This design comes from an exercise in tuning for small area and a short achievable clock period on the open sky130 flow, not from production work. Function was checked by simulation only, so behaviour that the tests miss may differ from the original. Power is estimated from default activity; no workload was simulated.

run A:
==> flow/design.v (excerpt) <==
module pipelined_fpu (
    input  wire logic                      clk,
    input  wire logic                      reset,
    input  wire logic                      start,
    input  wire logic [1:0]                op,         
    input  wire logic [31:0]               a,
    input  wire logic [31:0]               b,
    output logic                           done,
    output logic [31:0]                    result
);
Settings: LEC_CHECK=0, ABC_AREA=1, CAP_MARGIN=20, CORE_MARGIN=2, CORE_UTILIZATION=40, CTS_BUF_LIST=sky130_fd_sc_hd__clkbuf_4 sky130_fd_sc_hd__clkbuf_8, SETUP_SLACK_MARGIN=5, SLEW_MARGIN=20; clock period 10.0 ns.
standard.sh (not shown) runs the stock make flow with config.mk's settings and CLKGATE_MAP_FILE= SYNTH_SCRIPT=/design/flow/synth_recipe.tcl, a recipe that flattens the netlist after the stock synthesis.
==> flow/flow/run.sh <==
#!/bin/bash
# The standard layout (the standard.sh, unchanged synthesis), except that
# the port buffers are plain buf_1 cells, which the flow's repair steps may
# resize, instead of the delay cell buffer_ports picks by default.
export BUFFER_PORTS_ARGS="-buffer_cell sky130_fd_sc_hd__buf_1"
bash standard.sh > standard.log 2>&1
Input changes introduced in run B (baseline for comparison: run A):
Settings: a deleted ABC_AREA that had been 1; a deleted CTS_BUF_LIST that had been sky130_fd_sc_hd__clkbuf_4 sky130_fd_sc_hd__clkbuf_8.
### Flow results
Diff run A -> run B | number of tapcells | up slightly. [run B vs run A] synthesized area: higher in run B. Utilization across run A and run B: no real change.
Input-level comparison between run C and run B:
Settings: setting PLACE_DENSITY to 0.75 for the first time; setting ABC_AREA to 1 for the first time.
--- outcome ---
Run C went all the way through the flow, and no timing, DRC or antenna check failed.
Between run C and run B, the post-route minimum period figures differ only marginally.
Delta (run C minus run B): synthesized area lower; layout cell share with drive strength beyond 1 decreased 0.74 points; top achievable clock speed saw little to no change.
Comparing run B and run C, detailed-placement wirelength estimate is lower on run B.
Comparing run B and run C, routed wire length is higher on run C.
Relative to run B, count of mapped cells out of synthesis has gone up in run C.
Against run B, run C comes in 4.7 points lower on headroom to the max-slew limit.
Proportion of synthesized chip area in sequential cells in run C is 0.40 points higher than in run B
Note that the via count recorded for run C amounts to 1.08 times the value seen in run B.


pipelined_fpu again, from the RTL that the note above started with.
==> flow/config.mk <==
export PLATFORM = sky130hd
export DESIGN_NAME = pipelined_fpu
export DESIGN_NICKNAME = pipelined_fpu
export VERILOG_FILES = /design/flow/design.v
export SDC_FILE = /design/flow/constraint.sdc
export NUM_CORES = 4
export LEC_CHECK = 0
export ABC_AREA = 1
export CAP_MARGIN = 20
export CORE_MARGIN = 2
export CORE_UTILIZATION = 40
export CTS_CLUSTER_DIAMETER = 110
export CTS_CLUSTER_SIZE = 24
export SETUP_SLACK_MARGIN = 5
export SLEW_MARGIN = 20
==> flow/constraint.sdc <==
create_clock -name core_clock -period 10.0 [get_ports {clk}]
set_input_delay 2.0000 -clock core_clock [delete_from_list [all_inputs] [get_ports {clk}]]
set_output_delay 2.0000 -clock core_clock [all_outputs]
set_load 0.01 [all_outputs]
Scripts as last shown in full above: flow/flow/run.sh
The starting point produced a clean layout.
Change:
==> flow/flow/run.sh (replaced) <==
#!/bin/bash
# The standard layout (the standard.sh) with two changes that do not touch
# the registers or the constraints:
#  - the port buffers are plain buf_1 cells (which the flow's repair steps may
#    resize) instead of the delay cell that buffer_ports picks by default;
#  - Yosys's final ABC mapping (ABC_AREA=1) uses an area-oriented script,
#    without ABC's own buffering and sizing, which the flow's repair steps
#    redo on the placed design.
set -e
cp -r "$FLOW_HOME/scripts" ./orfs_scripts
cp flow/abc_area.script ./orfs_scripts/abc_area.script
export SCRIPTS_DIR="$PWD/orfs_scripts"
export BUFFER_PORTS_ARGS="-buffer_cell sky130_fd_sc_hd__buf_1"
bash standard.sh > standard.log 2>&1
==> flow/flow/abc_area.script (new file) <==
strash
dc2
dch -f
map -a
topo
CTS_CLUSTER_DIAMETER = not set   (was 110)
CTS_CLUSTER_SIZE = not set   (was 24)
Hold slack is worse by 0.012 ns.
Via count decreases by 0.36%.
Synthesized area decreases by 6.9%.
Routed wire length decreases by 0.76%.
Change:
==> flow/run.sh (new file) <==
#!/bin/bash
# synth_recipe.tcl (not shown) runs the flow's synth.tcl, then flattens the netlist and writes it again
# the make line also repeats each setting of config.mk as NAME=value (left out here)
make -C /OpenROAD-flow-scripts/flow DESIGN_CONFIG=/design/flow/config.mk WORK_HOME=/design/flow/orfs CLKGATE_MAP_FILE= SYNTH_SCRIPT=/design/flow/synth_recipe.tcl finish
TNS_END_PERCENT = 0   (was not set)
removed: flow/flow/run.sh
removed: flow/flow/abc_area.script
removed: flow/standard.sh
After rerunning: The changed run completed with no timing, DRC or antenna violations; synthesized cell count came out higher by about a fifth; cell area fell by a few percent; clock skew stays flat; utilization decreases by 4.8 points; routed wire length came out higher slightly; area after synthesis increases by a little under a tenth; register-to-register slack gains 3.0 ns; power came out lower by a little under a tenth.


pipelined_fpu again, from the RTL that the note above started with.
==> flow/config.mk <==
export PLATFORM = sky130hd
export DESIGN_NAME = pipelined_fpu
export DESIGN_NICKNAME = pipelined_fpu
export VERILOG_FILES = /design/flow/design.v
export SDC_FILE = /design/flow/constraint.sdc
export NUM_CORES = 4
export LEC_CHECK = 0
export CAP_MARGIN = 20
export CORE_MARGIN = 2
export CORE_UTILIZATION = 40
export SETUP_SLACK_MARGIN = 5
export SLEW_MARGIN = 20
==> flow/constraint.sdc <==
create_clock -name core_clock -period 10.0 [get_ports {clk}]
set_input_delay 2.0000 -clock core_clock [delete_from_list [all_inputs] [get_ports {clk}]]
set_output_delay 2.0000 -clock core_clock [all_outputs]
set_load 0.01 [all_outputs]
==> flow/flow/run.sh <==
#!/bin/bash
# The standard layout (the standard.sh) with two changes that do not touch
# the registers or the constraints:
#  - the port buffers are plain buf_1 cells (which the flow's repair steps may
#    resize) instead of the delay cell that buffer_ports picks by default;
#  - Yosys's final ABC mapping uses the standard speed script without ABC's own
#    buffering and sizing, which the flow's repair steps redo on the placed
#    design.
set -e
cp -r "$FLOW_HOME/scripts" ./orfs_scripts
cp flow/abc_speed.script ./orfs_scripts/abc_speed.script
export SCRIPTS_DIR="$PWD/orfs_scripts"
export BUFFER_PORTS_ARGS="-buffer_cell sky130_fd_sc_hd__buf_1"
bash standard.sh > standard.log 2>&1
==> flow/flow/abc_speed.script <==
&get -n
&st
&dch
&nf
&st
&syn2
&if -g -K 6
&synch2
&nf
&st
&syn2
&if -g -K 6
&synch2
&nf
&st
&syn2
&if -g -K 6
&synch2
&nf
&st
&syn2
&if -g -K 6
&synch2
&nf
&st
&syn2
&if -g -K 6
&synch2
&nf
&put
topo
Edit:
==> flow/flow/run.sh (replaced) <==
#!/bin/bash
# The standard layout (the standard.sh, unchanged synthesis), except that
# the port buffers are plain buf_1 cells, which the flow's repair steps may
# resize, instead of the delay cell buffer_ports picks by default.
export BUFFER_PORTS_ARGS="-buffer_cell sky130_fd_sc_hd__buf_1"
bash standard.sh > standard.log 2>&1
ABC_AREA = 1   (was not set)
removed: flow/flow/abc_speed.script
Result:
- fmax rose by 6.2%
- final area is lower by 1.6%
- setup slack gains 0.29 ns
- sequential power climbs by about 4%
- critical path depth goes down by 11
- clock skew goes down by 0.012 ns
- cell count grows by 10%
- combinational power grows by 4.0%

==> re-timing with driven ports <==
In the flow no input, the clock included, has a driving cell. The finished layouts below were timed again as built, in two steps. Step 1, drivers: a clkbuf_16 drives clk and a buf_2 each remaining input, both assumed. Step 2 times the ports against the registers' clock, not the clock port: input delays grow and output delays shrink by t, the midpoint of the rising clock arrivals with the driver on. Slacks: ideal ports / drivers / drivers and shift; pairs: ideal ports / drivers.
run | t, ns | slack for setup (ns) | worst setup path at the end | worst slew at a driven data input, ns
run A | 0.671 | 5.300 / 5.300 / 4.670 | input to register | 0.04
run B | 0.631 | 5.243 / 5.243 / 4.851 | input to register | 0.06
run C | 0.677 | 5.245 / 5.245 / 4.828 | input to register | 0.07
the first run of note 2 | 0.601 | 5.345 / 5.345 / 4.793 | input to register | 0.04
the second run of note 2 | 0.663 | 2.226 / 2.226 / 2.226 | register to register | 0.07
the third run of note 2 | 0.645 | 5.239 / 5.239 / 4.766 | input to register | 0.03
the first run of note 3 | 0.658 | 5.003 / 5.003 / 4.665 | input to register | 0.05
the second run of note 3 | 0.648 | 5.294 / 5.294 / 4.787 | input to register | 0.04
After both steps setup and hold are still met in every run listed. The setup slack of run A, which loses most, moves by 0.000 ns with the drivers and by -0.630 ns with both steps.
